Background: an optimization exercise with open tools, aiming at small area, a short achievable clock period and few clock cycles per item. Do not read the settings as production practice. The RTL was checked by simulation tests, not by an equivalence proof against the original design. Power and IR drop assume default switching activity.

== run A ==
==> flow/design.v (excerpt) <==
module nonpreemptive_priority_scheduler_top (
  input  logic                        clk,
  input  logic                        rst_n,
  input  logic                        in_valid,
  output logic                        in_stall,
  input  logic [nps_pkg::ARR_W-1:0]   in_arrival_time,
  input  logic [nps_pkg::PRI_W-1:0]   in_priority_req,
  input  logic [nps_pkg::BUR_W-1:0]   in_burst_time,
  input  logic                        in_last_job,
  output logic                        out_valid,
  input  logic                        out_stall,
  output logic [nps_pkg::JOB_W-1:0]   out_job_number,
  output logic [nps_pkg::TIME_W-1:0]  out_completion_time,
  output logic [nps_pkg::TIME_W-1:0]  out_turnaround_time,
  output logic [nps_pkg::TIME_W-1:0]  out_waiting_time,
  output logic                        out_last_result
);
  localparam int NP = MAX_PROCS;
  localparam int QD = 3;                 
  localparam int QW = $clog2(QD + 1);
  localparam int QP = $clog2(QD);
  localparam int HW = TIME_W - ARR_W;    
  function automatic logic [1:0] cmp_tree(input logic [31:0] a, input logic [31:0] b,
                                          input int w);
    logic [31:0] g, e;
    for (int i = 0; i < 32; i++) begin
      g[i] = (i < w) ? (a[i] & ~b[i]) : 1'b0;
      e[i] = (i < w) ? ~(a[i] ^ b[i]) : 1'b1;
    end
    for (int s = 1; s < 32; s = s * 2) begin
      for (int i = 0; i + s < 32; i = i + 2 * s) begin
        g[i] = g[i+s] | (e[i+s] & g[i]);
        e[i] = e[i+s] & e[i];
      end
    end
    cmp_tree = {g[0], e[0]};
  endfunction
  ...
==> flow/config.mk <==
export PLATFORM = sky130hd
export DESIGN_NAME = nonpreemptive_priority_scheduler_top
export DESIGN_NICKNAME = nonpreemptive_priority_scheduler_top
export VERILOG_FILES = /design/flow/design.v
export SDC_FILE = /design/flow/constraint.sdc
export NUM_CORES = 4
export LEC_CHECK = 0
export CAP_MARGIN = 20
export CORE_MARGIN = 2
export CORE_UTILIZATION = 60
export SETUP_SLACK_MARGIN = 1.5
export SLEW_MARGIN = 20
==> flow/constraint.sdc <==
create_clock -name core_clock -period 6.0 [get_ports {clk}]
set_input_delay 1.2000 -clock core_clock [delete_from_list [all_inputs] [get_ports {clk}]]
set_output_delay 1.2000 -clock core_clock [all_outputs]
set_load 0.01 [all_outputs]
run.sh (not shown) runs the stock make flow with config.mk's settings and CLKGATE_MAP_FILE= SYNTH_SCRIPT=/design/flow/synth_recipe.tcl, a recipe that flattens the netlist after the stock synthesis.
Testbench counts of run A, summed over its fixed seeds: cycles 22,204, jobs 19,788.
Changes in run B relative to run A:
- changing SETUP_SLACK_MARGIN from 1.5 to 2.5
### Flow results
For run B, the flow was terminated by a tool error in global routing (5_1_grt) and produced no final design.
Xor/xnor share of the synthesized area: run B vs run A identical
Re synthesized netlist cell count: no difference whatsoever between run A and run B.
Between run A and run B, the setup slack after placement is lower for run A.
Number of cells upsized or downsized after cts (run B over run A): increase, 530%
There was hardly any difference in placed instance count between run B and run A.
Final weighted congestion in routability-driven placement of run A is on par with run B.
Diff run A -> run B: placed instance area held steady, number of hold buffers added after cts flat.

========
nonpreemptive_priority_scheduler_top, a different RTL version from the one above (not shown whole).
For scale: roughly 8800 cells after synthesis, ~1000 flip-flops, roughly 120 I/O pins, about 74000 um^2 of cells after synthesis.
clock: 6.0 ns
lec_check: 0
abc_area: 1
cap_margin: 20
core_margin: 2
core_utilization: 40
setup_slack_margin: 1.2
slew_margin: 20
The baseline completed with no timing, DRC or antenna violations.
Testbench counts at the start, summed over its fixed seeds: cycles 21,259, jobs 19,788.
Then changed:
- ABC_AREA: 1 -> default
- PLACE_DENSITY: default -> 0.75
- SETUP_SLACK_MARGIN: 1.2 -> 1.5
=> The new run completed with no timing, DRC or antenna violations; non-clock buffer count came out higher by 190; synthesized area came out higher by 2.3%; cell count came out lower by 14%; clock power came out higher by about 2%; final area came out higher by 6.1%; register-to-register slack gets better by 0.09 ns.
Then changed:
- ABC_AREA: default -> 1
Die area decreases by 2.2%.
Maximum frequency fell by 0.67%.
Total power drops by 6.4%.
Worst setup slack loses 0.031 ns.
Final area drops by 4.2%.
Global-route usage went down by 4.4 points.
Register-to-register slack gains 0.16 ns.
Wire length came out lower by 14%.
Count of clock-buffer cells in the layout decreases by 3.
Then changed:
- PLACE_DENSITY: 0.75 -> default
The changed run passed the timing, design-rule and antenna checks; hold slack got worse by 0.028 ns; register-to-register slack loses 0.08 ns; setup slack gains 0.061 ns; utilization is about the same; clock-buffer cell count went down by 5.

========
before:
nonpreemptive_priority_scheduler_top, a different RTL version from the one above (not shown whole).
Size in the first run: ~6800 cells after synthesis, about 980 flip-flops, ~120 I/O pins.
Settings: LEC_CHECK=0, CAP_MARGIN=20, CORE_MARGIN=2, CORE_UTILIZATION=60, SETUP_SLACK_MARGIN=1.5, SLEW_MARGIN=20; clock period 6.0 ns.
Testbench counts of before, summed over its fixed seeds: cycles 22,204, jobs 19,788.
--- input diff before..after ---
- CORE_UTILIZATION changed from 60 to 40
## What came out
- Clock-buffer cell count was lower in the run labelled before.
- Relative to before, die width has increased by about 22% in after.
- As of after, total net switching power had risen by a few percent compared to before.
- Re detailed-routed wire length on met2: before was lower than after.
- On after: length in cells of the worst reg-to-reg path is 5 higher than what before gave.
- after reports its critical path's slowest cell as edfxtp_1 while before reports a222oi_1.
- Diff after and before: sequential share of layout area lower in after
- Against before, the final cell area of after is higher.
- Sort after and before by multi-input logic portion of the cell area, ascending, and after comes first.
- [compare] base=before new=after: proportion of layout cells with a drive suffix above 1 moved up; power went up 1.8%; final worst setup slack rose by 0.022 ns.

========
Another version of the RTL of nonpreemptive_priority_scheduler_top (not shown whole).
For scale: roughly 960 flip-flops, about 120 I/O pins.
make LEC_CHECK=0 ABC_AREA=1 CAP_MARGIN=20 CORE_MARGIN=2 CORE_UTILIZATION=40 PLACE_DENSITY=0.75 SETUP_SLACK_MARGIN=1.5 SLEW_MARGIN=20 finish   # period 6.0 ns
Testbench counts at the start, summed over its fixed seeds: cycles 21,251, jobs 19,788.
Rerun with:
- ABC_AREA: 1 -> not set
- PLACE_DENSITY: 0.75 -> not set
=> Routed wire length rises by about a fifth. Power rises by a few percent. Setup slack improves by 49 ps. Clock power rises by roughly a tenth. First-iteration DRC count rises slightly. Final area rises by a few percent.

[re-timing with driven ports]
The results above use ideal ports. As a check the final layouts listed here were re-extracted and re-timed, cells and wires unchanged.
Step 1, drivers: a clkbuf_16 drives clk and a buf_2 each remaining input, both assumed.
Step 2, shift: input delay + t, output delay - t, t = (earliest + latest rising clock arrival at the registers) / 2. This alone moves slack from input paths to output paths.
Three values: no drivers, after step 1, after step 2; two values: the first two.
run	t (ns)	slack for setup (ns)	latest minus earliest clock arrival (ns)	worst data-port slew with drivers (ns)	pins driven straight from the clock port
run A	0.842	1.052 / 1.052 / 0.646	0.064 / 0.064	0.09	1
the first run of note 2	0.885	1.273 / 1.189 / 1.273	0.049 / 0.048	0.09	1
the second run of note 2	0.884	1.364 / 1.364 / 1.364	0.092 / 0.092	0.04	1
the third run of note 2	0.851	1.333 / 1.269 / 1.519	0.051 / 0.050	0.12	1
the fourth run of note 2	0.863	1.394 / 1.308 / 1.442	0.048 / 0.048	0.11	1
before	0.824	1.285 / 1.285 / 0.836	0.049 / 0.048	0.04	1
after	0.863	1.307 / 1.307 / 0.637	0.034 / 0.035	0.17	1
the first run of note 4	0.839	1.100 / 1.011 / 1.491	0.062 / 0.062	0.05	1
the second run of note 4	0.873	1.149 / 1.065 / 1.412	0.055 / 0.055	0.11	1
After both steps every run listed still meets setup and hold. For after, which loses most, drivers alone change the setup slack by 0.000 ns; drivers and shift together by -0.670 ns.
